Context: an optimization exercise on an open-source flow, tuned for small area. The choices shown serve that exercise and are no tape-out recipe.
Only simulation tests tie the RTL to the original design; equivalence was not proved.
Power figures rest on the tool's default switching activity, not on a simulated workload.

**flow/run.sh**
```bash
#!/bin/bash
# synth_recipe.tcl (not shown) runs the flow's synth.tcl, then flattens the netlist and writes it again
# the make line also repeats each setting of config.mk as NAME=value (left out here)
make -C /OpenROAD-flow-scripts/flow DESIGN_CONFIG=/design/flow/config.mk WORK_HOME=/design/flow/orfs CLKGATE_MAP_FILE= SYNTH_SCRIPT=/design/flow/synth_recipe.tcl finish
```
**flow/config.mk**
```make
export PLATFORM = sky130hd
export DESIGN_NAME = rename_stage
export DESIGN_NICKNAME = rename_stage
export VERILOG_FILES = /design/flow/design.v
export SDC_FILE = /design/flow/constraint.sdc
export NUM_CORES = 4
export LEC_CHECK = 0
export CAP_MARGIN = 20
export CORE_MARGIN = 2
export CORE_UTILIZATION = 40
export SLEW_MARGIN = 20
```
**flow/constraint.sdc**
```tcl
create_clock -name core_clock -period 6.5 [get_ports {clk}]
set_input_delay 1.3000 -clock core_clock [delete_from_list [all_inputs] [get_ports {clk}]]
set_output_delay 1.3000 -clock core_clock [all_outputs]
set_load 0.01 [all_outputs]
```
**flow/design.v**
```verilog
module rename_stage #(
    parameter int ARCH_REGS = 32,
    parameter int PHYS_REGS = 128,
    parameter int FL_DEPTH  = 128
) (
    input  logic          clk,
    input  logic          reset,
    input  logic          valid_in,
    output logic          ready_in,
    input  logic [$clog2(ARCH_REGS)-1:0] rs1,
    input  logic [$clog2(ARCH_REGS)-1:0] rs2,
    input  logic [$clog2(ARCH_REGS)-1:0] rd,
    input  logic          rd_write,
    input  logic [1:0]    fu_in,
    input  logic          is_branch,
    output logic          valid_out,
    input  logic          ready_out,
    output logic [$clog2(PHYS_REGS)-1:0] ps1,
    output logic [$clog2(PHYS_REGS)-1:0] ps2,
    output logic [$clog2(PHYS_REGS)-1:0] pd_new,
    output logic [$clog2(PHYS_REGS)-1:0] pd_old,
    output logic [1:0]    fu_out,
    input  logic          retire_valid,
    input  logic [$clog2(PHYS_REGS)-1:0] retire_pd,
    input  logic          br_resolve,
    input  logic          mispredict
);
    localparam int PW    = $clog2(PHYS_REGS);
    localparam int NFREE = PHYS_REGS - ARCH_REGS;       
    localparam int SW    = $clog2(NFREE);                
    function automatic logic [SW:0] ptr_inc(input logic [SW:0] p);
        logic [SW:0] r;
        r = p + 1'b1;
        if (p[SW-1:0] == SW'(NFREE - 1)) r = {~p[SW], {SW{1'b0}}};
        ptr_inc = r;
    endfunction
    logic [PW-1:0] map_q      [1:ARCH_REGS-1];
    logic [PW-1:0] map_d      [1:ARCH_REGS-1];
    logic [PW-1:0] ckpt_map_q [1:ARCH_REGS-1];
    logic [PW-1:0] fl_q       [NFREE];
    logic [SW:0]   rd_ptr_q, rd_ptr_d, wr_ptr_q, ckpt_rd_ptr_q;
    logic          fl_wrapped_q;    
    logic          ckpt_valid_q;
    logic          valid_out_q;
    logic [PW-1:0] ps1_q, ps2_q, pd_new_q, pd_old_q;
    logic [1:0]    fu_out_q;
    logic          alloc, fl_empty, restore, ready, accept, do_retire;
    logic          head_written;
    logic [PW-1:0] head, pd_alloc;
    function automatic logic [PW-1:0] map_rd(input logic [$clog2(ARCH_REGS)-1:0] a);
        logic [PW-1:0] v;
        v = '0;
        for (int i = 1; i < ARCH_REGS; i++)
            if (a == i) v = map_q[i];
        map_rd = v;
    endfunction
    assign alloc     = rd_write && (rd != '0);
    assign fl_empty  = (wr_ptr_q == rd_ptr_q);
    assign restore   = br_resolve && mispredict;
    assign ready     = (!valid_out_q || ready_out) && !(alloc && fl_empty) &&
                       !(is_branch && ckpt_valid_q) && !restore;
    assign accept    = valid_in && ready;
    assign do_retire = retire_valid && (retire_pd != '0);
    assign head_written = fl_wrapped_q || (rd_ptr_q[SW-1:0] < wr_ptr_q[SW-1:0]);
    assign head      = head_written ? fl_q[rd_ptr_q[SW-1:0]]
                                    : PW'(rd_ptr_q[SW-1:0]) + PW'(ARCH_REGS);
    assign pd_alloc  = alloc ? head : '0;
    assign ready_in  = ready;
    assign valid_out = valid_out_q;
    assign ps1       = ps1_q;
    assign ps2       = ps2_q;
    assign pd_new    = pd_new_q;
    assign pd_old    = pd_old_q;
    assign fu_out    = fu_out_q;
    always_comb begin
        for (int i = 1; i < ARCH_REGS; i++)
            map_d[i] = (accept && alloc && rd == i) ? head : map_q[i];
        rd_ptr_d = (accept && alloc) ? ptr_inc(rd_ptr_q) : rd_ptr_q;
    end
    always_ff @(posedge clk or posedge reset) begin
        if (reset) begin
            for (int i = 1; i < ARCH_REGS; i++) map_q[i] <= PW'(i);
            rd_ptr_q <= '0;
        end else if (restore) begin
            for (int i = 1; i < ARCH_REGS; i++) map_q[i] <= ckpt_map_q[i];
            rd_ptr_q <= ckpt_rd_ptr_q;
        end else begin
            for (int i = 1; i < ARCH_REGS; i++) map_q[i] <= map_d[i];
            rd_ptr_q <= rd_ptr_d;
        end
    end
    always_ff @(posedge clk or posedge reset) begin
        if (reset) begin
            ckpt_valid_q <= 1'b0;
        end else if (accept && is_branch) begin
            ckpt_valid_q <= 1'b1;
        end else if (br_resolve) begin
            ckpt_valid_q <= 1'b0;
        end
    end
    always_ff @(posedge clk) begin
        if (accept && is_branch) begin
            for (int i = 1; i < ARCH_REGS; i++) ckpt_map_q[i] <= map_d[i];
            ckpt_rd_ptr_q <= rd_ptr_d;
        end
    end
    always_ff @(posedge clk or posedge reset) begin
        if (reset) begin
            wr_ptr_q     <= {1'b1, {SW{1'b0}}};
            fl_wrapped_q <= 1'b0;
        end else if (do_retire) begin
            wr_ptr_q <= ptr_inc(wr_ptr_q);
            if (wr_ptr_q[SW-1:0] == SW'(NFREE - 1)) fl_wrapped_q <= 1'b1;
        end
    end
    always_ff @(posedge clk) begin
        for (int i = 0; i < NFREE; i++)
            if (do_retire && wr_ptr_q[SW-1:0] == SW'(i)) fl_q[i] <= retire_pd;
    end
    always_ff @(posedge clk or posedge reset) begin
        if (reset) begin
            valid_out_q <= 1'b0;
        end else if (restore) begin
            valid_out_q <= 1'b0;
        end else if (accept) begin
            valid_out_q <= 1'b1;
        end else if (ready_out) begin
            valid_out_q <= 1'b0;
        end
    end
    always_ff @(posedge clk) begin
        if (accept) begin
            ps1_q    <= map_rd(rs1);
            ps2_q    <= map_rd(rs2);
            pd_new_q <= pd_alloc;
            pd_old_q <= map_rd(rd);
            fu_out_q <= fu_in;
        end
    end
endmodule
```
==> results of run 1 <==
==> sequential cells by signal, indices dropped and copies added, names as in the netlist, 7 cells and up <==
| register | cells |
|---|---|
| fl_q | 672 |
| ckpt_map_q | 217 |
| map_q | 217 |
| ckpt_rd_ptr_q | 8 |
| rd_ptr_q | 8 |
| wr_ptr_q | 8 |
| pd_new_q | 7 |
| pd_old_q | 7 |
| ps1_q | 7 |
| ps2_q | 7 |
==> stage by stage <==
step	instance area, um^2	utilization [%]
after floorplan	56400	-
after CTS	63900	45.7
after global placement	59800	42.8
after global routing	63900	45.7
after detailed placement	59800	42.8
final	63900	45.7
==> kinds of logic (layout without fill, tap and decap cells) <==
group / after synthesis / in the layout / share of synthesized area [%]
AOI/OAI and AO/OA: 1339 / 1339 / 16.5
xor gates and xnor gates: 11 / 11 / 0.171
adders and majority gates: 16 / 16 / 0.355
buffers and inverters: 469 / 577 / 3.62
DFF: 1163 / 1163 / 60.0
muxes: 146 / 146 / 3.05
other: 0 / 7 / 0
and+or+nand+nor: 1908 / 1908 / 16.4
==> power by group <==
| group | total [W] | internal, W | switching (W) |
|---|---|---|---|
| Clock | 0.00712 | 0.00396 | 0.00316 |
| Sequential | 0.00918 | 0.00858 | 0.000595 |
| Combinational | 0.00467 | 0.00116 | 0.00351 |
| Total | 0.0210 | 0.0137 | 0.00726 |
==> critical path, stage by stage, from the launching register on <==
cell	delay, ps
sky130_fd_sc_hd__dfrtp_2	960
sky130_fd_sc_hd__nor2b_4	370
sky130_fd_sc_hd__buf_4	330
sky130_fd_sc_hd__and2_0	390
sky130_fd_sc_hd__a2111oi_0	500
sky130_fd_sc_hd__nor4bb_1	820
sky130_fd_sc_hd__nand4_1	660
sky130_fd_sc_hd__o32ai_4	800
sky130_fd_sc_hd__buf_4	430
sky130_fd_sc_hd__o21ai_2	120
sky130_fd_sc_hd__mux2_2	290
==> cell usage in the layout (no fill, tap or decap), types with 92 or more instances in the layout <==
cell type,n
sky130_fd_sc_hd__nand3_1,374
sky130_fd_sc_hd__a22o_1,126
sky130_fd_sc_hd__buf_4,247
sky130_fd_sc_hd__a21oi_1,202
sky130_fd_sc_hd__dfrtp_1,150
sky130_fd_sc_hd__nand4_1,92
sky130_fd_sc_hd__and3_1,141
sky130_fd_sc_hd__o21ai_0,283
sky130_fd_sc_hd__clkbuf_16,120
sky130_fd_sc_hd__edfxtp_1,927
sky130_fd_sc_hd__nor2_1,439
sky130_fd_sc_hd__nand2_1,524
sky130_fd_sc_hd__a21o_1,119
==> layout make-up <==
| type | instances | area [um^2] | area share, % |
|---|---|---|---|
| Sequential cell | 1163 | 33900 | 53.0 |
| Antenna cell | 7 | 17.5 | 0.0274 |
| Multi-Input combinational cell | 3420 | 20900 | 32.7 |
| Tap cell | 1876 | 2350 | 3.67 |
| Inverter | 39 | 150 | 0.235 |
| Timing Repair Buffer | 309 | 2580 | 4.04 |
| Clock buffer | 155 | 3180 | 4.99 |
| Clock inverter | 74 | 835 | 1.31 |
==> path summary, 6_finish.rpt <==
| check | startpoint | to | depth (start not counted) |
|---|---|---|---|
| max | rd_ptr_q[3] | map_q[13][1] | 10 |
| min | ckpt_rd_ptr_q[3] | rd_ptr_q[3] | 2 |
| max reg2reg | rd_ptr_q[3] | map_q[13][1] | 10 |
| min reg2reg | ckpt_rd_ptr_q[3] | rd_ptr_q[3] | 2 |
| max in group asynchronous | reset | rd_ptr_q[6] | 3 |
| min in group asynchronous | reset | map_q[9][2] | 2 |
==> routing by layer <==
layer	routed length [um]	vias to the layer above	GRT usage (%)
met4	19600	16	22.1
met1	93100	23637	43.8
met5	97	-	0
met2	109000	3540	50.9
li1	-	19337	-
met3	28300	886	7.40
==> notes.md, run 1 <==
result of the run=timing/DRC/antenna clean; worst endpoint required time=between 7000 and 8000 ps; root cell of the clock tree=sky130_fd_sc_hd__clkbuf_16; setup slack, reg-to-reg=610 ps; number of placed cells counting well taps=6807; setup TNS=0 ps; Synth area leaders=sky130_fd_sc_hd__edfxtp_1, sky130_fd_sc_hd__dfrtp_1, sky130_fd_sc_hd__dfstp_2; highest clock frequency the design can meet=170 MHz; CTS Buffer Depth=3; Worst Clk Skew=around 150 ps; global-route usage over all layers=33.8%; post-synth top area share=49.3%; minimum hold slack=439 ps; clock-pin transition on the worst setup and hold timing paths=approximately 60 ps; number of buffers inserted during clock tree synthesis=120; number of synthesized register bits=1163; total clock sinks=1163; power per cell area=328 nW/um^2; Mapped Cells=roughly 5000; number of resized instances in the post-cts repair step=0; post-CTS setup buffers=0; endpoint type of the worst setup path=register; starting density of the core=40.4%; Yosys cell types=94; yosys synthesis warning count=5; quantity of hold-fixing buffers added after cts=0; count of boundary I/O pins=65; Finish-stage setup viols=0; signal arrival time at the worst endpoint=around 6500 ps; post-placement worst setup slack=between 800 and 900 ps; dominant register cell in the synthesized netlist=sky130_fd_sc_hd__edfxtp_1; Die ar.=144000 um^2; Core Box Area=~140000 um^2; antenna violations before repair=11; max-capacitance violation count=0; share of the cycle needed by the critical path after routing=between 90% and 100%; Syn-to-layout area delta=13.2%; minimum clock period=5890 ps; Avg Vias per Cell=just under 7; post-detailed-route DRC marker count=0; final worst setup slack=615 ps; cell types with the highest counts after synthesis=sky130_fd_sc_hd__edfxtp_1, sky130_fd_sc_hd__nand2_1, sky130_fd_sc_hd__nor2_1; DIE WIDTH=380 um; WL final=251 mm; maximum resistive drop on vdd=259 uV; total global routing overflow=0; final number of max-transition violations=0; clk latency of the worst-skew pair=between 800 and 900 ps; Cell Count, Final, Fillers Out=7043; remaining antenna violation count after routing=0; Async SR Flop Fraction=20.3%; most common cell in the synthesized netlist=sky130_fd_sc_hd__edfxtp_1; number of enable-type register cells in the synthesized netlist=927; port buffer count=64; via count of the first global-routing pass=roughly 45000; Final Hold Viols=0; wire length of the first global-routing pass=349 mm; height of the die=380 um; deepest level of the CTS H-tree=3; worst-path fanout max=36; total design power=0.0210 W; Initial DRT Pass Iterations=8; gpl congestion=1.03; synthesized cell area=56400 um^2; leakage power of the design=23.3 nW; total of fill cells in the finished design=12847; Worst Tran Pin Value=1290 ps; setup repair after global routing missed its margin=no; Iter 0 DRT Violations=7219; category of the worst setup path launch point=register; post-synth net total=between 5000 and 6000; post-DP HPWL=168 mm; pin count of the biggest net entering global routing=170; number of standard-cell rows in the floorplan=137; average wire per standard cell=35.6 um; sequential share of the synthesized area=60.0%; routed via count=47416; post-synth top area cell=sky130_fd_sc_hd__edfxtp_1; post-layout net count=5102; critical path start-end classification=reg -> reg; average size of a mapped cell=about 11 um^2; max_slew headroom=13.5%; Hold WC Path Type=reg -> reg; share of post-route cells with drive strength above 1=14.5%; CTS tree=yes
==> inputs of run 2 (changes only) <==
--- a/flow/design.v
+++ b/flow/design.v
@@ -40,7 +40,7 @@
     logic [PW-1:0] fl_q       [NFREE];
     logic [SW:0]   rd_ptr_q, rd_ptr_d, wr_ptr_q, ckpt_rd_ptr_q;
     logic          fl_wrapped_q;    
-    logic          ckpt_valid_q;
+    logic          ckpt_valid_q, ckpt_take_q;
     logic          valid_out_q;
     logic [PW-1:0] ps1_q, ps2_q, pd_new_q, pd_old_q;
     logic [1:0]    fu_out_q;
@@ -98,10 +98,14 @@
             ckpt_valid_q <= 1'b0;
         end
     end
+    always_ff @(posedge clk or posedge reset) begin
+        if (reset) ckpt_take_q <= 1'b0;
+        else       ckpt_take_q <= accept && is_branch;
+    end
     always_ff @(posedge clk) begin
-        if (accept && is_branch) begin
-            for (int i = 1; i < ARCH_REGS; i++) ckpt_map_q[i] <= map_d[i];
-            ckpt_rd_ptr_q <= rd_ptr_d;
+        if (ckpt_take_q) begin
+            for (int i = 1; i < ARCH_REGS; i++) ckpt_map_q[i] <= map_q[i];
+            ckpt_rd_ptr_q <= rd_ptr_q;
         end
     end
     always_ff @(posedge clk or posedge reset) begin
--- a/flow/config.mk
+++ b/flow/config.mk
@@ -5,7 +5,11 @@
 export SDC_FILE = /design/flow/constraint.sdc
 export NUM_CORES = 4
 export LEC_CHECK = 0
+export ABC_AREA = 1
 export CAP_MARGIN = 20
 export CORE_MARGIN = 2
-export CORE_UTILIZATION = 40
+export CORE_UTILIZATION = 65
+export CTS_BUF_LIST = sky130_fd_sc_hd__clkbuf_2 sky130_fd_sc_hd__clkbuf_4
+export CTS_CLUSTER_DIAMETER = 40
+export CTS_CLUSTER_SIZE = 10
 export SLEW_MARGIN = 20
==> notes.md, run 2 <==
result of the run=timing/DRC/antenna clean; setup TNS=0 ps (unchanged); max-capacitance violation count=0 (unchanged); post-synth net total=4690 (-8.1%); worst endpoint required time=5200 ps (-1910 ps); post-detailed-route DRC marker count=0 (unchanged); Iter 0 DRT Violations=4473 (-38%); port buffer count=64 (unchanged); Initial DRT Pass Iterations=6 (-2); leakage power of the design=20.3 nW (-13%); number of standard-cell rows in the floorplan=102 (-26%); Syn-to-layout area delta=7.65%; sequential share of the synthesized area=67.3% (+7.3 points); Die ar.=79700 um^2 (-45%); final worst setup slack=1120 ps (+503 ps); worst-path fanout max=13 (-64%); most common cell in the synthesized netlist=sky130_fd_sc_hd__nand2_1; height of the die=282 um (-26%); WL final=148 mm (-41%); Mapped Cells=4641 (-8.1%); post-CTS setup buffers=0 (unchanged); metal3 WL=12.9 mm (-54%); critical path start-end classification=in -> out; number of placed cells counting well taps=5680 (-17%); Worst Tran Pin Value=1230 ps (-61.2 ps); length in cells of the worst reg-to-reg path=16 (+6); most common library cell in the layout ignoring fill and taps=sky130_fd_sc_hd__nand2_1; final number of max-transition violations=0 (unchanged); highest clock frequency the design can meet=186 MHz (+9.4%); Core Box Area=77100 um^2 (-45%); post-placement worst setup slack=1090 ps (+255 ps); commonest non-fill, non-tap cells in the layout=sky130_fd_sc_hd__nand2_1, sky130_fd_sc_hd__edfxtp_1, sky130_fd_sc_hd__nor2_1; Largest register FFs=672 (unchanged); clock-pin transition on the worst setup and hold timing paths=90 ps (+30 ps); yosys synthesis warning count=5 (unchanged); number of resized instances in the post-cts repair step=0 (unchanged); Avg Vias per Cell=6.28 (-6.8%); average wire per standard cell=24.9 um (-30%); endpoint type of the worst setup path=output pin; length of routed met2 wiring=69.8 mm (-36%); dominant register cell in the synthesized netlist=sky130_fd_sc_hd__edfxtp_1; setup repair after global routing missed its margin=no; antenna violations before repair=4 (-7); met1 wire length=55.8 mm (-40%); category of the worst setup path launch point=primary input; post-synth top area share=55.3% (+6.0 points); max_slew headroom=17.6% (+4.1 points); total design power=0.0197 W (-6.0%); quantity of hold-fixing buffers added after cts=0 (unchanged); via count of the first global-routing pass=35627 (-20%); number of synthesized register bits=1164 (+0.086%); cell types with the highest counts after synthesis=sky130_fd_sc_hd__nand2_1, sky130_fd_sc_hd__edfxtp_1, sky130_fd_sc_hd__nor2_1; Worst Clk Skew=120 ps (-32.0 ps); Crit-path slowest cell=sky130_fd_sc_hd__nor2_1; global-route usage over all layers=37.4% (+3.7 points); power per cell area=364 nW/um^2 (+11%); routed via count=37223 (-21%); worst hold stages=0 (-2); number of buffers inserted during clock tree synthesis=151 (+26%); pin count of the biggest net entering global routing=142 (-16%); post-synth top area cell=sky130_fd_sc_hd__edfxtp_1; count of boundary I/O pins=65 (unchanged); DIE WIDTH=282 um (-26%); largest registers=fl_q (672), ckpt_map_q (217), map_q (217); clk latency of the worst-skew pair=1110 ps (+240 ps); minimum clock period=5380 ps (-503 ps); total clock sinks=1164 (+0.086%); post-layout net count=4843 (-5.1%); Cell Count, Final, Fillers Out=5931 (-16%); minimum hold slack=459 ps (+19.8 ps); signal arrival time at the worst endpoint=4080 ps (-2420 ps); remaining antenna violation count after routing=0 (unchanged); share of the cycle needed by the critical path after routing=82.8% (-7.7 points); starting density of the core=65.3% (+25 points); total global routing overflow=0 (unchanged); average size of a mapped cell=10.8 um^2 (-2.9%); Async SR Flop Fraction=20.4% (+0.068 points); Hold WC Path Type=reg -> reg; top metal layer carrying routed signals=met5; deepest level of the CTS H-tree=4 (+1); post-DP HPWL=101 mm (-40%); largest register by flop count=fl_q; maximum resistive drop on vdd=417 uV (+61%); number of enable-type register cells in the synthesized netlist=927 (unchanged); Final Hold Viols=0 (unchanged); gpl congestion=1.06 (+2.6%); largest stage delay on the critical path=750 ps (-210 ps); Finish-stage setup viols=0 (unchanged); wire length of the first global-routing pass=220 mm (-37%); Yosys cell types=53 (-44%); cell-by-cell listing of the critical path=clkdlybuf4s50_1 -> nor2_1 -> nand2_1 -> o21ai_0 -> buf_4 -> o21ai_0 -> inv_1 -> clkdlybuf4s50_1; CTS tree=yes; root cell of the clock tree=sky130_fd_sc_hd__clkbuf_4; synthesized cell area=50300 um^2 (-11%); share of post-route cells with drive strength above 1=9.67% (-4.8 points); Synth area leaders=sky130_fd_sc_hd__edfxtp_1, sky130_fd_sc_hd__nand2_1, sky130_fd_sc_hd__dfrtp_1; CTS Buffer Depth=3 (unchanged)
[run 2: changes by cell type after synthesis, moves of 73 or more]
cell and delta:
sky130_fd_sc_hd__a21o_1 -119, sky130_fd_sc_hd__inv_1 +376, sky130_fd_sc_hd__o21ai_0 -200, sky130_fd_sc_hd__nand3_1 -245, sky130_fd_sc_hd__a31oi_1 -83, sky130_fd_sc_hd__nor2_1 +73
sky130_fd_sc_hd__clkbuf_1 -229, sky130_fd_sc_hd__a32oi_1 -88, sky130_fd_sc_hd__nand2_1 +568, sky130_fd_sc_hd__and3_1 -142, sky130_fd_sc_hd__a21oi_1 +222, sky130_fd_sc_hd__nand4_1 +162
[run 2: worst max-delay path, delay by kind of cell]
family | cells | cell delay (ps)
buffers and inverters | 4 | 1460
AOI/OAI and AO/OA | 2 | 330
and+or+nand+nor | 2 | 980
[run 2: power breakdown]
group          internal [W]  switching [W]  leakage (nW)  total, W
Clock               0.00174        0.00253          1.14   0.00427
Combinational       0.00121        0.00344          8.25   0.00465
Sequential          0.00946        0.00132          11.0    0.0108
Total                0.0124        0.00729          20.3    0.0197
[run 2: area by class of cell]
cell class              instances  area [um^2]
diodes                          2         5.00
inverters                     431         1630
multi-input cells            2932        14300
fillers                      5780        22900
well taps                    1040         1300
clock inverters                57          554
repair buffers                114         1100
flip-flops and latches       1164        33900
clock buffers                 191         1430
[run 2: path summary, 6_finish.rpt]
kind | start | to | slack, ps
worst min-delay path | map_q[3][5] | ckpt_map_q[3][5] | 460
worst max register to register | rd_ptr_q[0] | map_q[1][4] | 1220
min in group asynchronous | reset | map_q[3][5] | 740
max in group asynchronous | reset | ckpt_take_q | 4820
worst max-delay path | rd[2] | ready_in | 1120
worst min register to register | map_q[3][5] | ckpt_map_q[3][5] | 460
[run 2: logic make-up after synthesis]
group / Yosys count / synth area share (%)
AO/OA/AOI/OAI: 786 / 9.80
XOR/XNOR: 3 / 0.0522
AND/OR/NAND/NOR: 2127 / 18.1
buffers and inverters: 545 / 4.38
flip-flops: 1164 / 67.3
adder cells (fa/ha/maj): 16 / 0.398
[run 2: stage by stage]
step | utilization (%) | instance area [um^2]
floorplan | - | 50400
global placement | 67.6 | 52100
detailed placement | 67.7 | 52200
CTS | 70.3 | 54200
global route | 70.3 | 54200
finish | 70.3 | 54200
[run 2: per-layer routing]
layer / global-route usage (%) / vias to the layer above
met5: 0 / -
met4: 22.4 / 4
met3: 6.15 / 446
met2: 59.3 / 2036
met1: 49.2 / 17972
li1: - / 16765
==> inputs of run 3 (changes only) <==
==> flow/flow/run.sh (new file) <==
#!/bin/bash
set -euo pipefail
here=$PWD
cfg() { sed -n "s/^export $1 = //p" config.mk; }
args="-sink_clustering_enable -repair_clock_nets -dont_use_dummy_load"
[[ -n "$(cfg CTS_BUF_LIST)" ]] && args="$args -buf_list {$(cfg CTS_BUF_LIST)}"
[[ -n "$(cfg CTS_CLUSTER_SIZE)" ]] && args="$args -sink_clustering_size $(cfg CTS_CLUSTER_SIZE)"
[[ -n "$(cfg CTS_CLUSTER_DIAMETER)" ]] && args="$args -sink_clustering_max_diameter $(cfg CTS_CLUSTER_DIAMETER)"
export CTS_ARGS="$args"
export FLOW_ABC_SCRIPT=$here/flow/area.abc
export FLOW_SYNTH_TCL=$here/synth_recipe.tcl
# Port buffers: the smallest buffer; repair_design sizes or buffers behind it as needed.
export BUFFER_PORTS_ARGS="-buffer_cell sky130_fd_sc_hd__buf_1"
echo "CTS_ARGS=$CTS_ARGS" > cts_args.log
bash standard.sh SYNTH_SCRIPT=$here/flow/synth.tcl finish > standard_flow.log 2>&1
==> flow/flow/area.abc (new file) <==
strash
&get -n
&deepsyn -T 60
&dch -f
&nf -R 1000
&put
topo
stime -c
==> flow/flow/synth.tcl (new file) <==
# The standard synthesis (synth_recipe.tcl, unchanged), except that ABC maps
# the combinational logic with flow/area.abc: deeper area-oriented logic
# optimisation and mapping, and no buffering or sizing (placement repairs
# those). Flip-flops are mapped by dfflibmap before ABC runs, as usual.
proc abc {args} {
  set i [lsearch -exact $args -script]
  if {$i >= 0} {
    set args [lreplace $args [expr {$i + 1}] [expr {$i + 1}] $::env(FLOW_ABC_SCRIPT)]
  }
  yosys abc {*}$args
}
source $::env(FLOW_SYNTH_TCL)
==> flow/standard.sh (new file) <==
#!/bin/bash
# synth_recipe.tcl (not shown) runs the flow's synth.tcl, then flattens the netlist and writes it again
# the make line also repeats each setting of config.mk as NAME=value (left out here)
make -C /OpenROAD-flow-scripts/flow DESIGN_CONFIG=/design/flow/config.mk WORK_HOME=/design/flow/orfs CLKGATE_MAP_FILE= SYNTH_SCRIPT=/design/flow/synth_recipe.tcl "${@:-finish}"
--- a/flow/config.mk
+++ b/flow/config.mk
@@ -6,10 +6,11 @@
 export NUM_CORES = 4
 export LEC_CHECK = 0
 export ABC_AREA = 1
-export CAP_MARGIN = 20
+export CAP_MARGIN = 5
 export CORE_MARGIN = 2
-export CORE_UTILIZATION = 65
+export CORE_UTILIZATION = 50
 export CTS_BUF_LIST = sky130_fd_sc_hd__clkbuf_2 sky130_fd_sc_hd__clkbuf_4
 export CTS_CLUSTER_DIAMETER = 40
 export CTS_CLUSTER_SIZE = 10
-export SLEW_MARGIN = 20
+export GPL_TIMING_DRIVEN = 0
+export SLEW_MARGIN = 5
removed: flow/run.sh
==> notes.md, run 3 <==
result of the run=complete, but fails checks; SO Faults=max-capacitance violations, max-slew violations, negative setup slack; via count of the first global-routing pass=33267 (-6.6%); dominant register cell in the synthesized netlist=sky130_fd_sc_hd__edfxtp_1; max_slew headroom=-7.55% (-25 points); Mapped Cells=3060 (-34%); leakage power of the design=16.0 nW (-21%); endpoint type of the worst setup path=register; post-DP HPWL=147 mm (+45%); Synth area leaders=sky130_fd_sc_hd__edfxtp_1, sky130_fd_sc_hd__dfrtp_1, sky130_fd_sc_hd__a22oi_1; reg-to-reg critical path startpoint=rd_ptr_q[4]; synthesized cell area=45700 um^2 (-9.3%); routed via count=35264 (-5.3%); Yosys cell types=45 (-15%); antenna violations before repair=9 (+5); clock-pin transition on the worst setup and hold timing paths=90 ps (about the same); root cell of the clock tree=sky130_fd_sc_hd__clkbuf_4; Avg Vias per Cell=7.75 (+23%); largest register by flop count=fl_q; Cell Count, Final, Fillers Out=4553 (-23%); average wire per standard cell=46.0 um (+85%); clk latency of the worst-skew pair=1190 ps (+80 ps); Syn-to-layout area delta=9.81%; largest family of logic cells by synthesized area=compound AO/OA/AOI/OAI gates; worst endpoint required time=7410 ps (+2210 ps); commonest non-fill, non-tap cells in the layout=sky130_fd_sc_hd__edfxtp_1, sky130_fd_sc_hd__a22oi_1, sky130_fd_sc_hd__nor2_1; count of boundary I/O pins=65 (unchanged); most common cell in the synthesized netlist=sky130_fd_sc_hd__edfxtp_1; post-synth top area cell=sky130_fd_sc_hd__edfxtp_1; wire length of the first global-routing pass=282 mm (+28%); port buffer count=64 (unchanged); post-layout net count=3411 (-30%); Async SR Flop Fraction=20.4% (unchanged); remaining antenna violation count after routing=0 (unchanged); setup TNS=-613 ps (-613 ps); number of synthesized register bits=1164 (unchanged); category of the worst setup path launch point=register; WL final=209 mm (+42%); final number of max-transition violations=53 (+53); Largest register FFs=672 (unchanged); cell types with the highest counts after synthesis=sky130_fd_sc_hd__edfxtp_1, sky130_fd_sc_hd__a22oi_1, sky130_fd_sc_hd__nor2_1; utilization of the core after routing=55.5% (-15 points); Worst Tran Pin Value=1610 ps (+376 ps); number of placed cells counting well taps=4365 (-23%); total global routing overflow=0 (unchanged); yosys synthesis warning count=5 (unchanged); average size of a mapped cell=14.9 um^2 (+38%); CTS Buffer Depth=3 (unchanged); post-CTS setup buffers=0 (unchanged); height of the die=306 um (+8.5%); signal arrival time at the worst endpoint=7540 ps (+3460 ps); post-synth top area share=61.0% (+5.7 points); starting density of the core=50.6% (-15 points); number of buffers inserted during clock tree synthesis=156 (+3.3%); fraction of the mapped netlist area in compound gates=17.5% (+7.7 points); portion of netlist area occupied by mux cells=0% (unchanged); worst-path fanout max=17 (+4); share of post-route cells with drive strength above 1=11.9% (+2.2 points); final worst setup slack=-127 ps (-1250 ps); setup repair after global routing missed its margin=no; Initial DRT Pass Iterations=10 (+4); length in cells of the worst reg-to-reg path=11 (-5); post-synth net total=3109 (-34%); global-route usage over all layers=44.7% (+7.2 points); largest registers=fl_q (672), ckpt_map_q (217), map_q (217); adder and majority gate portion of the synthesized area=0.438% (+0.041 points); pin count of the biggest net entering global routing=100 (-30%); sequential share of the synthesized area=74.2% (+6.9 points); area share of xor/xnor cells in the synthesized design=0.0959% (+0.044 points); Die ar.=93800 um^2 (+18%); share of the cycle needed by the critical path after routing=102% (+19 points); setup slack, reg-to-reg=-130 ps (-1350 ps); number of enable-type register cells in the synthesized netlist=927 (unchanged); Worst Clk Skew=146 ps (+26.1 ps); gpl congestion=1.04 (-2.2%); most common library cell in the layout ignoring fill and taps=sky130_fd_sc_hd__edfxtp_1; Hold WC Path Type=in -> async; simple-gate share of the synthesized area=7.72% (-10 points); capture instance of the worst register-to-register path=map_q[12][4]; power per cell area=308 nW/um^2 (-15%); DIE WIDTH=306 um (+8.5%); highest clock frequency the design can meet=151 MHz (-19%); maximum resistive drop on vdd=233 uV (-44%); CTS tree=yes; post-detailed-route DRC marker count=0 (unchanged); max-capacitance violation count=8 (+8); Final Hold Viols=0 (unchanged); total clock sinks=1164 (unchanged); minimum clock period=6630 ps (+1250 ps); Core Box Area=90300 um^2 (+17%); deepest level of the CTS H-tree=4 (unchanged); Iter 0 DRT Violations=7274 (+63%); critical path start-end classification=reg -> reg; post-placement worst setup slack=248 ps (-843 ps); Finish-stage setup viols=16 (+16); number of standard-cell rows in the floorplan=110 (+7.8%)
## run 3: cell count changes after synthesis, sizes merged, moves of 147 or more
cell | previous run | this run
nor2 | 534 | 316
nand2 | 1101 | 184
nand4 | 255 | 97
inv | 425 | 0
a21oi | 447 | 62
o21ai | 90 | 237
a22oi | 56 | 429
## run 3: through the flow
stage	hold slack, ps	power, W	area (um^2)
CTS	231	0.0153	49900
global route	255	0.0158	50100
finish	238	0.0154	50100
detailed placement	449	0.0120	48700
global placement	439	0.0117	47400
floorplan	415	0.0101	45700
## run 3: cell type report
| type | count | area [um^2] |
|---|---|---|
| fill | 7257 | 40100 |
| sequential | 1164 | 33900 |
| multi-input combinational | 1883 | 12000 |
| timing repair buffer | 144 | 1580 |
| tap | 1176 | 1470 |
| clock buffer | 156 | 1170 |
| inverter | 13 | 53.8 |
| antenna | 17 | 42.5 |
## run 3: metal layers
| layer | wire length, um | GRT usage [%] | vias to the layer above |
|---|---|---|---|
| met5 | 9 | 0 | - |
| met4 | 21800 | 36.3 | 2 |
| met3 | 25000 | 11.1 | 905 |
| met2 | 94200 | 68.9 | 3302 |
| met1 | 68400 | 53.5 | 17589 |
| li1 | - | - | 13466 |
## run 3: kinds of logic (layout without fill, tap and decap cells)
group                      after synthesis  in the layout
DFF                                   1164           1164
other                                    0             17
xor gates and xnor gates                 5              5
adders and majority gates               16             16
and+or+nand+nor                        776            776
buffers and inverters                   13            313
AOI/OAI and AO/OA                     1086           1086
## run 3: worst max-delay path, cell delays in order (launching register included)
cell and delay, ps:
sky130_fd_sc_hd__dfrtp_1 590, sky130_fd_sc_hd__nor2b_1 260, sky130_fd_sc_hd__nand2b_1 730, sky130_fd_sc_hd__nor2_1 500, sky130_fd_sc_hd__a222oi_1 1220, sky130_fd_sc_hd__nand4_1 490
sky130_fd_sc_hd__nor4_1 1230, sky130_fd_sc_hd__nand4_1 170, sky130_fd_sc_hd__o22ai_1 230, sky130_fd_sc_hd__nand2b_2 530, sky130_fd_sc_hd__buf_12 260, sky130_fd_sc_hd__o21ai_0 130
## run 3: power breakdown
group | internal (W) | switching (W) | leakage [nW]
Sequential | 0.00860 | 0.000657 | 11.2
Combinational | 0.000661 | 0.00208 | 4.09
Clock | 0.00110 | 0.00234 | 0.718
## run 3: worst max path at each step
stage / start / endpoint / slack (ps) / cells past startpoint
2_1_floorplan: rd[0] / map_q[10][6] / 240 / 9
3_3_place_gp: rd[1] / map_q[16][2] / -4140 / 10
3_5_place_dp: rd_ptr_q[4] / map_q[5][4] / 250 / 11
4_1_cts: rd_ptr_q[4] / map_q[12][4] / 130 / 11
5_1_grt: rd_ptr_q[4] / map_q[12][4] / 80 / 11
6_report: rd_ptr_q[4] / map_q[12][4] / -130 / 11
## run 3: repair_timing
item,in CTS,in global routing
setup endpoints to repair,0,4
resized for setup,0,1
hold buffers,0,0
==> inputs of run 4 (changes only) <==
--- a/flow/config.mk
+++ b/flow/config.mk
@@ -6,11 +6,12 @@
 export NUM_CORES = 4
 export LEC_CHECK = 0
 export ABC_AREA = 1
-export CAP_MARGIN = 5
+export CAP_MARGIN = 20
 export CORE_MARGIN = 2
 export CORE_UTILIZATION = 50
 export CTS_BUF_LIST = sky130_fd_sc_hd__clkbuf_2 sky130_fd_sc_hd__clkbuf_4
-export CTS_CLUSTER_DIAMETER = 40
-export CTS_CLUSTER_SIZE = 10
+export CTS_CLUSTER_DIAMETER = 35
+export CTS_CLUSTER_SIZE = 8
 export GPL_TIMING_DRIVEN = 0
-export SLEW_MARGIN = 5
+export SETUP_SLACK_MARGIN = 0.6
+export SLEW_MARGIN = 20
==> notes.md, run 4 <==
commonest non-fill, non-tap cells in the layout=sky130_fd_sc_hd__edfxtp_1, sky130_fd_sc_hd__a22oi_1, sky130_fd_sc_hd__o21ai_0; root cell of the clock tree=sky130_fd_sc_hd__clkbuf_4; number of synthesized register bits=1164 (unchanged); minimum clock period=6100 ps (-526 ps); Hold WC Path Type=in -> reg; synthesized cell area=45700 um^2 (unchanged); result of the run=timing/DRC/antenna clean; starting density of the core=50.6% (unchanged); clock-pin transition on the worst setup and hold timing paths=90 ps (about the same); Avg Vias per Cell=7.71 (-0.42%); CTS tree=yes; CTS Buffer Depth=3 (unchanged); Synth area leaders=sky130_fd_sc_hd__edfxtp_1, sky130_fd_sc_hd__dfrtp_1, sky130_fd_sc_hd__a22oi_1; number of standard-cell rows in the floorplan=110 (unchanged); final worst setup slack=399 ps (+526 ps); Mapped Cells=3060 (unchanged); power per cell area=310 nW/um^2 (+0.55%); max_slew headroom=11.8% (+19 points); dominant register cell in the synthesized netlist=sky130_fd_sc_hd__edfxtp_1; utilization of the core after routing=55.8% (+0.27 points); highest clock frequency the design can meet=164 MHz (+8.6%); clk latency of the worst-skew pair=1190 ps (about the same); leakage power of the design=16.1 nW (+0.40%); Die ar.=93800 um^2 (unchanged); WL final=208 mm (-0.80%); routed via count=35207 (-0.16%); Sw Share=32.5% (-0.38 points); combinational power share=17.3% (-0.4 points); Sequential Area=33900 um^2 (unchanged); endpoint type of the worst setup path=register; global-route usage over all layers=44.1% (-0.51 points); total global routing overflow=0 (unchanged); post-synth top area cell=sky130_fd_sc_hd__edfxtp_1; count of boundary I/O pins=65 (unchanged); share of power burned in registers=59.4% (-0.6 points); post-layout net count=3427 (+0.47%); port buffer count=64 (unchanged); Syn-to-layout area delta=10.4%; average wire per standard cell=45.5 um (-1.1%); met2 usage=67.4% (-1.5 points); switching pwr=0.00507 W (-0.14%); minimum hold slack=326 ps (+88.1 ps); sequential share of the synthesized area=74.2% (unchanged); family of cells with the greatest summed delay on the critical path=simple AND/OR/NAND/NOR gates; signal arrival time at the worst endpoint=6990 ps (-550 ps); remaining antenna violation count after routing=0 (unchanged); wire length of the first global-routing pass=280 mm (-0.88%); height of the die=306 um (unchanged); number of placed cells counting well taps=4368 (+0.069%); Initial DRT Pass Iterations=10 (unchanged); largest register by flop count=fl_q; largest registers=fl_q (672), ckpt_map_q (217), map_q (217); busiest layer in global routing=met2; post-synth top area share=61.0% (unchanged); deepest level of the CTS H-tree=4 (unchanged); pin count of the biggest net entering global routing=83 (-17%); most common library cell in the layout ignoring fill and taps=sky130_fd_sc_hd__edfxtp_1; M1 GR Usage=53.5% (about the same); number of enable-type register cells in the synthesized netlist=927 (unchanged); cell-by-cell listing of the critical path=nor2_1 -> nand2_1 -> nor2_2 -> a22o_1 -> a221oi_1 -> nand4_1 -> a2111oi_0 -> nand4_1 -> o21ai_0 -> nand2b_2 -> buf_12 -> o21ai_0; total of fill cells in the finished design=7174 (-1.1%); post-placement worst setup slack=492 ps (+245 ps); footprint of the multi-input gates=12100 um^2 (+1.4%); cell types with the highest counts after synthesis=sky130_fd_sc_hd__edfxtp_1, sky130_fd_sc_hd__a22oi_1, sky130_fd_sc_hd__nor2_1; number of buffers inserted during clock tree synthesis=180 (+15%); worst-path fanout max=18 (+1); share of post-route cells with drive strength above 1=14.2% (+2.3 points); Worst Clk Skew=190 ps (+43.6 ps); Async SR Flop Fraction=20.4% (unchanged); antenna violations before repair=11 (+2); post-CTS setup buffers=0 (unchanged); post-DP HPWL=147 mm (about the same); Worst Tran Pin Value=1320 ps (-288 ps); share of the cycle needed by the critical path after routing=93.9% (-8.1 points); post-detailed-route DRC marker count=0 (unchanged); Crit-path slowest cell=sky130_fd_sc_hd__a221oi_1; maximum resistive drop on vdd=189 uV (-19%); Core Box Area=90300 um^2 (unchanged); cell internal pwr=0.0105 W (+1.6%); DIE WIDTH=306 um (unchanged); clock share of power=23.3% (+1.0 points); count of buffer and inverter cells on the critical path=1 (unchanged); final number of max-transition violations=0 (-100%); Largest register FFs=672 (unchanged); via count of the first global-routing pass=33127 (-0.42%); Yosys cell types=45 (unchanged); post-synth net total=3109 (unchanged); Finish-stage setup viols=0 (-16); max-capacitance violation count=0 (-8); total clock sinks=1164 (unchanged); yosys synthesis warning count=5 (unchanged); category of the worst setup path launch point=register; gpl congestion=1.09 (+4.8%); largest stage delay on the critical path=1010 ps (-220 ps); Final Hold Viols=0 (unchanged); average size of a mapped cell=14.9 um^2 (unchanged); Cell Count, Final, Fillers Out=4565 (+0.26%); worst endpoint required time=7380 ps (-30 ps); setup repair after global routing missed its margin=no; critical path start-end classification=reg -> reg; Iter 0 DRT Violations=7276 (+0.027%); most common cell in the synthesized netlist=sky130_fd_sc_hd__edfxtp_1; met3 demand-to-capacity share in global routing=11.3% (+0.12 points)
-- run 4: cell counts after synthesis --
No cell type changed its count.
-- run 4: layer usage --
layer	wire, um	vias up	share of wire (%)
met2	92500	3286	45
met3	24900	858	12
li1	-	13515	-
met4	21000	8	10
met1	69300	17540	33
met5	75	-	0.036
-- run 4: through the flow --
stage | total power [W] | area [um^2] | TNS [ps]
floorplan | 0.0101 | 45700 | 0
global placement | 0.0116 | 47400 | -1795510
detailed placement | 0.0120 | 48900 | 0
CTS | 0.0154 | 50300 | 0
global route | 0.0159 | 50400 | 0
finish | 0.0156 | 50400 | 0
-- run 4: final cells by class --
| type | instances | share of cell area, % |
|---|---|---|
| diodes | 13 | 0.0646 |
| clock buffers | 180 | 2.68 |
| inverters | 13 | 0.107 |
| multi-input cells | 1883 | 24.1 |
| flip-flops and latches | 1164 | 67.2 |
| well taps | 1176 | 2.92 |
| repair buffers | 136 | 2.95 |
-- run 4: kinds of logic (layout without fill, tap and decap cells) --
group | count (synthesis) | in the layout | synth area share, %
simple gates | 776 | 776 | 7.72
buf+inv | 13 | 329 | 0.107
flops | 1164 | 1164 | 74.2
fa+ha+maj | 16 | 16 | 0.438
compound gates | 1086 | 1086 | 17.5
xor+xnor | 5 | 5 | 0.0959
other cells | 0 | 13 | 0
-- run 4: worst paths after layout --
path	slack, ps	startpoint	endpoint	cells past startpoint
max reg2reg	400	rd_ptr_q[4]	map_q[17][6]	12
max	400	rd_ptr_q[4]	map_q[17][6]	12
min	330	fu_in[1]	fu_out_q[1]	1
min in group asynchronous	570	reset	ckpt_valid_q	3
min reg2reg	440	ckpt_map_q[3][2]	map_q[3][2]	2
max in group asynchronous	4700	reset	map_q[31][3]	5
-- run 4: power groups by stage --
stage	Sequential, W	Clock [W]	Combinational [W]
floorplan	0.00907	0	0.00106
global placement	0.00944	0	0.00221
detailed placement	0.00938	0	0.00260
CTS	0.00922	0.00363	0.00260
global route	0.00927	0.00392	0.00275
finish	0.00927	0.00363	0.00270
-- run 4: what timing repair did --
action	4_1_cts	5_1_grt
resized for setup	1	2
hold buffers	1	0
setup endpoints to repair	26	43
pin swaps	0	0
hold endpoints to repair	6	0
==> inputs of run 5 (changes only) <==
--- a/flow/config.mk
+++ b/flow/config.mk
@@ -8,7 +8,7 @@
 export ABC_AREA = 1
 export CAP_MARGIN = 20
 export CORE_MARGIN = 2
-export CORE_UTILIZATION = 50
+export CORE_UTILIZATION = 58
 export CTS_BUF_LIST = sky130_fd_sc_hd__clkbuf_2 sky130_fd_sc_hd__clkbuf_4
 export CTS_CLUSTER_DIAMETER = 35
 export CTS_CLUSTER_SIZE = 8
==> notes.md, run 5 <==
busiest layer in global routing=met2; setup TNS=0 ps (unchanged); post-placement worst setup slack=559 ps (+66.2 ps); Core Box Area=77700 um^2 (-14%); cell types with the highest counts after synthesis=sky130_fd_sc_hd__edfxtp_1, sky130_fd_sc_hd__a22oi_1, sky130_fd_sc_hd__nor2_1; height of the die=285 um (-7.1%); critical path start-end classification=reg -> reg; largest registers=fl_q (672), ckpt_map_q (217), map_q (217); category of the worst setup path launch point=register; wire length of the first global-routing pass=275 mm (-1.6%); total clock sinks=1164 (unchanged); root cell of the clock tree=sky130_fd_sc_hd__clkbuf_4; routed via count=35941 (+2.1%); starting density of the core=58.8% (+8.2 points); largest register by flop count=fl_q; Avg Vias per Cell=8.13 (+5.4%); met2 usage=74.5% (+7.1 points); dominant register cell in the synthesized netlist=sky130_fd_sc_hd__edfxtp_1; Hold WC Path Type=in -> async; reg-to-reg critical path startpoint=rd_ptr_q[5]; CTS tree=yes; final number of max-transition violations=0 (unchanged); Finish-stage setup viols=0 (unchanged); power per cell area=314 nW/um^2 (+1.4%); footprint of the multi-input gates=12100 um^2 (-0.32%); average wire per standard cell=45.9 um (+0.83%); Async SR Flop Fraction=20.4% (unchanged); yosys synthesis warning count=5 (unchanged); share of power burned in registers=58.9% (-0.5 points); most common library cell in the layout ignoring fill and taps=sky130_fd_sc_hd__edfxtp_1; pin count of the biggest net entering global routing=81 (-2.4%); Synth area leaders=sky130_fd_sc_hd__edfxtp_1, sky130_fd_sc_hd__dfrtp_1, sky130_fd_sc_hd__a22oi_1; Sw Share=33.0% (+0.55 points); gpl congestion=1.11 (+2.1%); worst endpoint required time=7390 ps (about the same); Iter 0 DRT Violations=8653 (+19%); Initial DRT Pass Iterations=15 (+5); antenna violations before repair=12 (+1); Sequential Area=33900 um^2 (unchanged); count of boundary I/O pins=65 (unchanged); share of the cycle needed by the critical path after routing=95.2% (+1.3 points); most common cell in the synthesized netlist=sky130_fd_sc_hd__edfxtp_1; clk latency of the worst-skew pair=1180 ps (about the same); post-layout net count=3423 (-0.12%); Syn-to-layout area delta=9.78%; post-synth net total=3109 (unchanged); M1 GR Usage=57.7% (+4.2 points); setup slack, reg-to-reg=310 ps (-80 ps); Die ar.=81000 um^2 (-14%); Worst Clk Skew=177 ps (-13.0 ps); Mapped Cells=3060 (unchanged); met3 demand-to-capacity share in global routing=17.4% (+6.1 points); share of post-route cells with drive strength above 1=13.7% (-0.49 points); Cell Count, Final, Fillers Out=4422 (-3.1%); final worst setup slack=315 ps (-83.7 ps); WL final=203 mm (-2.3%); cell internal pwr=0.0105 W (about the same); via count of the first global-routing pass=33997 (+2.6%); global-route usage over all layers=50.1% (+5.9 points); number of synthesized register bits=1164 (unchanged); max_slew headroom=10.6% (-1.2 points); sequential share of the synthesized area=74.2% (unchanged); Largest register FFs=672 (unchanged); total global routing overflow=0 (unchanged); post-detailed-route DRC marker count=0 (unchanged); setup repair after global routing missed its margin=no; length in cells of the worst reg-to-reg path=12 (unchanged); number of placed cells counting well taps=4228 (-3.2%); port buffer count=64 (unchanged); Worst Tran Pin Value=1340 ps (+17.9 ps); switching pwr=0.00520 W (+2.6%); clock-pin transition on the worst setup and hold timing paths=90 ps (about the same); commonest non-fill, non-tap cells in the layout=sky130_fd_sc_hd__edfxtp_1, sky130_fd_sc_hd__a22oi_1, sky130_fd_sc_hd__o21ai_0; combinational power share=17.8% (+0.5 points); deepest level of the CTS H-tree=4 (unchanged); signal arrival time at the worst endpoint=7080 ps (+90 ps); average size of a mapped cell=14.9 um^2 (unchanged); number of standard-cell rows in the floorplan=102 (-7.3%); post-synth top area cell=sky130_fd_sc_hd__edfxtp_1; Final Hold Viols=0 (unchanged); minimum clock period=6190 ps (+83.7 ps); post-DP HPWL=141 mm (-3.7%); endpoint type of the worst setup path=register; max-capacitance violation count=0 (unchanged); synthesized cell area=45700 um^2 (unchanged); capture instance of the worst register-to-register path=map_q[18][6]; Yosys cell types=45 (unchanged); number of buffers inserted during clock tree synthesis=181 (+0.56%); maximum resistive drop on vdd=243 uV (+28%); CTS Buffer Depth=3 (unchanged); leakage power of the design=16.0 nW (-0.16%); result of the run=timing/DRC/antenna clean; number of enable-type register cells in the synthesized netlist=927 (unchanged); clock share of power=23.3% (about the same); total of fill cells in the finished design=5531 (-23%); DIE WIDTH=285 um (-7.1%); worst-path fanout max=20 (+2); post-synth top area share=61.0% (unchanged); highest clock frequency the design can meet=162 MHz (-1.4%); remaining antenna violation count after routing=0 (unchanged)
run 5: cell counts after synthesis:
Identical to the previous run, type by type.
run 5: critical path, stage by stage (launching register included):
cell and delay (ps):
sky130_fd_sc_hd__dfrtp_1 600, sky130_fd_sc_hd__nor2_1 100, sky130_fd_sc_hd__nand2_1 780, sky130_fd_sc_hd__nor2_1 530
sky130_fd_sc_hd__a22o_1 320, sky130_fd_sc_hd__a221oi_1 810, sky130_fd_sc_hd__nand4_1 260, sky130_fd_sc_hd__nor4_2 590
sky130_fd_sc_hd__nand4_1 660, sky130_fd_sc_hd__o21ai_0 430, sky130_fd_sc_hd__nand2b_2 490, sky130_fd_sc_hd__buf_12 250
sky130_fd_sc_hd__o21ai_0 120
run 5: kinds of logic (layout without fill, tap and decap cells):
group,count (synthesis),count (layout),synth area share [%]
other cells,0,10,0
xor+xnor,5,5,0.0959
compound gates,1086,1086,17.5
buf+inv,13,325,0.107
simple gates,776,776,7.72
flops,1164,1164,74.2
fa+ha+maj,16,16,0.438
run 5: stage by stage:
step	hold slack (ps)	util, %	power, W	instance area [um^2]
2_1_floorplan	415	-	0.0101	45700
3_3_place_gp	438	60.8	0.0116	47200
3_5_place_dp	445	62.6	0.0120	48700
4_1_cts	95.6	64.4	0.0154	50000
5_1_grt	124	64.5	0.0160	50100
6_report	153	64.5	0.0157	50100
run 5: final cells by class:
| cell class | instances | share of cell area [%] |
|---|---|---|
| Clock buffer | 181 | 2.71 |
| Antenna cell | 10 | 0.0499 |
| Tap cell | 1040 | 2.60 |
| Timing Repair Buffer | 131 | 2.86 |
| Inverter | 13 | 0.107 |
| Multi-Input combinational cell | 1883 | 24.1 |
| Sequential cell | 1164 | 67.6 |
run 5: power by group through the flow:
stage	Sequential [W]	Clock [W]	Combinational (W)
floorplan	0.00907	0	0.00106
global placement	0.00940	0	0.00221
detailed placement	0.00936	0	0.00260
CTS	0.00920	0.00362	0.00260
global route	0.00926	0.00392	0.00279
finish	0.00927	0.00367	0.00279
run 5: worst max path at each step:
stage                      startpoint      endpoint  slack [ps]
after global routing      rd_ptr_q[4]  map_q[18][6]         620
after global placement          rd[2]   map_q[7][4]       -2030
final                     rd_ptr_q[5]  map_q[18][6]         310
after CTS                 rd_ptr_q[4]  map_q[18][6]         680
after floorplan                 reset   ckpt_take_q         960
after detailed placement  rd_ptr_q[4]  map_q[21][6]         560
run 5: routing by layer:
| layer | vias up | part of all wire, % |
|---|---|---|
| li1 | 13514 | - |
| met1 | 17413 | 30 |
| met2 | 3877 | 44 |
| met3 | 1127 | 15 |
| met4 | 10 | 12 |
| met5 | - | 0.028 |
run 5: timing repair:
item / 4_1_cts / 5_1_grt
hold endpoints to repair: 0 / 0
pin swaps: 1 / 0
resized for setup: 0 / 3
buffers inserted: 2 / 0
hold buffers: 0 / 0
setup endpoints to repair: 16 / 44
==> inputs of run 6 (changes only) <==
--- a/flow/design.v
+++ b/flow/design.v
@@ -41,6 +41,11 @@
     logic [SW:0]   rd_ptr_q, rd_ptr_d, wr_ptr_q, ckpt_rd_ptr_q;
     logic          fl_wrapped_q;    
     logic          ckpt_valid_q, ckpt_take_q;
+    logic          pw_valid_q;      
+    logic [$clog2(ARCH_REGS)-1:0] pw_idx_q;
+    logic          ckpt_pw_valid_q;
+    logic [$clog2(ARCH_REGS)-1:0] ckpt_pw_idx_q;
+    logic [PW-1:0] ckpt_pw_val_q;
     logic          valid_out_q;
     logic [PW-1:0] ps1_q, ps2_q, pd_new_q, pd_old_q;
     logic [1:0]    fu_out_q;
@@ -52,6 +57,7 @@
         v = '0;
         for (int i = 1; i < ARCH_REGS; i++)
             if (a == i) v = map_q[i];
+        if (pw_valid_q && a == pw_idx_q) v = pd_new_q;
         map_rd = v;
     endfunction
     assign alloc     = rd_write && (rd != '0);
@@ -74,7 +80,7 @@
     assign fu_out    = fu_out_q;
     always_comb begin
         for (int i = 1; i < ARCH_REGS; i++)
-            map_d[i] = (accept && alloc && rd == i) ? head : map_q[i];
+            map_d[i] = (pw_valid_q && pw_idx_q == i) ? pd_new_q : map_q[i];
         rd_ptr_d = (accept && alloc) ? ptr_inc(rd_ptr_q) : rd_ptr_q;
     end
     always_ff @(posedge clk or posedge reset) begin
@@ -99,12 +105,21 @@
         end
     end
     always_ff @(posedge clk or posedge reset) begin
-        if (reset) ckpt_take_q <= 1'b0;
-        else       ckpt_take_q <= accept && is_branch;
+        if (reset) begin
+            ckpt_take_q <= 1'b0;
+            pw_valid_q  <= 1'b0;
+        end else begin
+            ckpt_take_q <= accept && is_branch;
+            pw_valid_q  <= restore ? ckpt_pw_valid_q : accept && alloc;
+        end
     end
+    always_ff @(posedge clk) pw_idx_q <= restore ? ckpt_pw_idx_q : rd;
     always_ff @(posedge clk) begin
         if (ckpt_take_q) begin
             for (int i = 1; i < ARCH_REGS; i++) ckpt_map_q[i] <= map_q[i];
+            ckpt_pw_valid_q <= pw_valid_q;
+            ckpt_pw_idx_q   <= pw_idx_q;
+            ckpt_pw_val_q   <= pd_new_q;
             ckpt_rd_ptr_q <= rd_ptr_q;
         end
     end
@@ -136,9 +151,10 @@
         if (accept) begin
             ps1_q    <= map_rd(rs1);
             ps2_q    <= map_rd(rs2);
-            pd_new_q <= pd_alloc;
             pd_old_q <= map_rd(rd);
             fu_out_q <= fu_in;
         end
+        if (restore)     pd_new_q <= ckpt_pw_val_q;
+        else if (accept) pd_new_q <= pd_alloc;
     end
 endmodule
--- a/flow/config.mk
+++ b/flow/config.mk
@@ -8,10 +8,10 @@
 export ABC_AREA = 1
 export CAP_MARGIN = 20
 export CORE_MARGIN = 2
-export CORE_UTILIZATION = 58
+export CORE_UTILIZATION = 50
 export CTS_BUF_LIST = sky130_fd_sc_hd__clkbuf_2 sky130_fd_sc_hd__clkbuf_4
 export CTS_CLUSTER_DIAMETER = 35
 export CTS_CLUSTER_SIZE = 8
 export GPL_TIMING_DRIVEN = 0
-export SETUP_SLACK_MARGIN = 0.6
+export SETUP_SLACK_MARGIN = 0.3
 export SLEW_MARGIN = 20
==> notes.md, run 6 <==
result of the run=timing/DRC/antenna clean; Mapped Cells=3245 (+6.0%); worst endpoint required time=5200 ps (-2190 ps); pin count of the biggest net entering global routing=79 (-2.5%); post-layout net count=3597 (+5.1%); setup repair after global routing missed its margin=no; final worst setup slack=783 ps (+468 ps); synthesized cell area=47100 um^2 (+3.2%); reg-to-reg critical path startpoint=rd_ptr_q[0]; Worst Clk Skew=116 ps (-60.2 ps); share of the cycle needed by the critical path after routing=88.0% (-7.2 points); share of post-route cells with drive strength above 1=11.3% (-2.4 points); post-synth top area cell=sky130_fd_sc_hd__edfxtp_1; dpl cell area=50100 um^2 (+3.0%); Largest register FFs=672 (unchanged); total global routing overflow=0 (unchanged); met2 usage=64.9% (-9.5 points); worst-path fanout max=14 (-30%); routed via count=36074 (+0.37%); maximum resistive drop on vdd=202 uV (-17%); length in cells of the worst reg-to-reg path=11 (-1); dominant register cell in the synthesized netlist=sky130_fd_sc_hd__edfxtp_1; family of cells with the greatest summed delay on the critical path=compound AO/OA/AOI/OAI gates; CTS Buffer Depth=3 (unchanged); Hold WC Path Type=in -> async; number of enable-type register cells in the synthesized netlist=940 (+1.4%); Setup crit start=rd[1]; port buffer count=64 (unchanged); critical path start-end classification=in -> out; clk latency of the worst-skew pair=1230 ps (+50 ps); clock-pin transition on the worst setup and hold timing paths=80 ps (about the same); most common cell in the synthesized netlist=sky130_fd_sc_hd__edfxtp_1; number of buffers inserted during clock tree synthesis=185 (+2.2%); signal arrival time at the worst endpoint=4420 ps (-2660 ps); capturing element of the worst setup path=ready_in; wire length of the first global-routing pass=279 mm (+1.3%); cell types with the highest counts after synthesis=sky130_fd_sc_hd__edfxtp_1, sky130_fd_sc_hd__nor2_1, sky130_fd_sc_hd__nand2_1; setup slack, reg-to-reg=810 ps (+500 ps); CTS tree=yes; minimum hold slack=97.5 ps (-55.9 ps); setup TNS=0 ps (unchanged); max_slew headroom=6.74% (-3.8 points); largest registers=fl_q (672), ckpt_map_q (217), map_q (217); Die ar.=96700 um^2 (+19%); leakage power of the design=16.8 nW (+4.6%); post-DP HPWL=144 mm (+2.0%); Async SR Flop Fraction=20.1% (-0.24 points); Initial DRT Pass Iterations=10 (-5); power per cell area=295 nW/um^2 (-6.1%); busiest layer in global routing=met2; post-placement worst setup slack=343 ps (-216 ps); post-synth net total=3294 (+6.0%); Yosys cell types=53 (+18%); commonest non-fill, non-tap cells in the layout=sky130_fd_sc_hd__edfxtp_1, sky130_fd_sc_hd__nor2_1, sky130_fd_sc_hd__nand2_1; post-CTS setup buffers=0 (-2); number of standard-cell rows in the floorplan=112 (+9.8%); final number of max-transition violations=0 (unchanged); quantity of hold-fixing buffers added after cts=0 (unchanged); average size of a mapped cell=14.5 um^2 (-2.7%); Finish-stage setup viols=0 (unchanged); max-capacitance violation count=0 (unchanged); yosys synthesis warning count=5 (unchanged); Crit-path slowest cell=sky130_fd_sc_hd__o21ai_1; most prevalent standard cell on the critical path=sky130_fd_sc_hd__buf_1; global-route usage over all layers=41.7% (-8.4 points); post-detailed-route DRC marker count=0 (unchanged); Avg Vias per Cell=7.50 (-7.7%); capture instance of the worst register-to-register path=pd_new_q[0]; met3 demand-to-capacity share in global routing=9.25% (-8.2 points); number of synthesized register bits=1183 (+1.6%); average wire per standard cell=42.3 um (-7.8%); DIE WIDTH=311 um (+9.3%); Core Box Area=93300 um^2 (+20%); Synth area leaders=sky130_fd_sc_hd__edfxtp_1, sky130_fd_sc_hd__dfrtp_1, sky130_fd_sc_hd__dfstp_2; Worst Tran Pin Value=1390 ps (+57.0 ps); deepest level of the CTS H-tree=4 (unchanged); gpl congestion=1.03 (-7.0%); Iter 0 DRT Violations=6968 (-19%); minimum clock period=5720 ps (-468 ps); height of the die=311 um (+9.3%); antenna violations before repair=5 (-7); root cell of the clock tree=sky130_fd_sc_hd__clkbuf_4; highest clock frequency the design can meet=175 MHz (+8.2%); post-synth top area share=59.9% (-1.1 points); sequential share of the synthesized area=72.9% (-1.2 points); most common library cell in the layout ignoring fill and taps=sky130_fd_sc_hd__edfxtp_1; count of buffer and inverter cells on the critical path=3 (+2); Worst path depth=7 (-5); category of the worst setup path launch point=primary input; Final Hold Viols=0 (unchanged); remaining antenna violation count after routing=0 (unchanged); utilization of the core after routing=55.2% (-9.3 points); largest register by flop count=fl_q; Syn-to-layout area delta=9.38%; starting density of the core=50.5% (-8.3 points); via count of the first global-routing pass=34564 (+1.7%); largest stage delay on the critical path=790 ps (-20 ps); M1 GR Usage=52.9% (-4.8 points); cell-by-cell listing of the critical path=buf_1 -> or2_0 -> o21ai_1 -> nor4_2 -> buf_4 -> a2111oi_0 -> buf_1; number of resized instances in the post-cts repair step=0 (unchanged); WL final=204 mm (+0.28%); Post-Layout Inst Area=51600 um^2 (+2.9%); count of boundary I/O pins=65 (unchanged); endpoint type of the worst setup path=output pin; total clock sinks=1183 (+1.6%)
run 6: changes by cell type in the layout (fill, tap and decap cells not counted), sizes merged, moves of 14 or more:
cell   before  now
nor2      316  447
a22oi     429  277
a221o       3  171
o21ai     237   49
nor3       13   98
nand2     184  308
buf       130  116
run 6: kinds of logic (layout without fill, tap and decap cells):
| kind of cell | Yosys count | after routing | share of synthesized area (%) |
|---|---|---|---|
| AOI/OAI and AO/OA | 901 | 901 | 15.8 |
| xor gates and xnor gates | 12 | 12 | 0.223 |
| muxes | 5 | 5 | 0.159 |
| other | 0 | 11 | 0 |
| adders and majority gates | 16 | 16 | 0.425 |
| DFF | 1183 | 1183 | 72.9 |
| and+or+nand+nor | 1103 | 1103 | 10.3 |
| buffers and inverters | 25 | 326 | 0.199 |
run 6: worst register-to-register path: stages (launching register included):
cell                        delay [ps]
sky130_fd_sc_hd__dfrtp_1           530
sky130_fd_sc_hd__clkinv_1          200
sky130_fd_sc_hd__ha_1              270
sky130_fd_sc_hd__nand2_1           490
sky130_fd_sc_hd__nor2_1            410
sky130_fd_sc_hd__a22o_1            330
sky130_fd_sc_hd__a221oi_1          600
sky130_fd_sc_hd__nand4_1           540
sky130_fd_sc_hd__a2111oi_0         920
sky130_fd_sc_hd__nand4_1           410
sky130_fd_sc_hd__o21ai_0           550
sky130_fd_sc_hd__nand2_1            90
run 6: worst min-delay path by stage:
stage	startpoint	endpoint	slack, ps
after global routing	reset	map_q[31][6]	40
after detailed placement	ckpt_pw_idx_q[3]	pw_idx_q[3]	420
after global placement	ckpt_pw_idx_q[1]	pw_idx_q[1]	420
after CTS	reset	map_q[28][0]	60
after floorplan	ckpt_pw_idx_q[0]	pw_idx_q[0]	410
final	reset	map_q[31][6]	100
run 6: report_power, final:
| group | leakage, nW | internal (W) | switching (W) |
|---|---|---|---|
| Combinational | 4.55 | 0.000533 | 0.00145 |
| Clock | 0.851 | 0.00130 | 0.00245 |
| Sequential | 11.4 | 0.00873 | 0.000731 |
run 6: per-layer routing:
layer	wire length, um	share of wire [%]	up-vias
met5	52	0.026	-
met2	93300	46	3052
met4	15700	7.7	3
met1	71300	35	18203
met3	23200	11	686
li1	-	-	14130
run 6: metrics by stage:
| stage | instances | power [W] |
|---|---|---|
| floorplan | 3245 | 0.0101 |
| global placement | 4563 | 0.0114 |
| global route | 4806 | 0.0156 |
| CTS | 4799 | 0.0151 |
| detailed placement | 4614 | 0.0115 |
| finish | 4811 | 0.0152 |
run 6: area by class of cell:
type / count / area [um^2]
inverters: 25 / 98.8
clock buffers: 185 / 1390
repair buffers: 116 / 1230
fillers: 7601 / 41800
diodes: 11 / 27.5
flip-flops and latches: 1183 / 34400
multi-input cells: 2037 / 12900
well taps: 1254 / 1570

re-timing with driven ports:
The flow's constraints put no driver on any port. The routed layouts listed below were extracted and timed again, unchanged, in two steps.
Step 1 sets driving cells, clkbuf_16 on the clock port and buf_2 on the other inputs (assumed; they add their load-dependent delay and slew).
Step 2 also shifts input and output timing later by t, the mid clock arrival at the registers, as if the neighbouring blocks saw the same clock.
a / b / c = no drivers / after step 1 / after step 2; a / b = the first two.
run	t, ns	slack for setup (ns)	hold WS [ns]	worst setup path at the end	latest minus earliest clock arrival (ns)
run 1	0.873	0.615 / 0.615 / 0.615	0.439 / 0.439 / 0.439	register to register	0.152 / 0.153
run 2	1.122	1.118 / 1.081 / 0.907	0.459 / 0.442 / 0.459	input to register	0.120 / 0.120
run 3	1.173	-0.127 / -0.127 / -0.127	0.238 / 0.190 / 0.433	register to register	0.170 / 0.171
run 4	1.174	0.399 / 0.399 / 0.399	0.326 / 0.282 / 0.439	register to register	0.190 / 0.190
run 5	1.167	0.315 / 0.315 / 0.315	0.153 / 0.121 / 0.401	register to register	0.191 / 0.191
run 6	1.220	0.783 / 0.764 / 0.329	0.097 / 0.052 / 0.383	input to register	0.160 / 0.159
The setup slack of run 6, which loses most, moves by -0.019 ns with the drivers and by -0.454 ns with both steps.
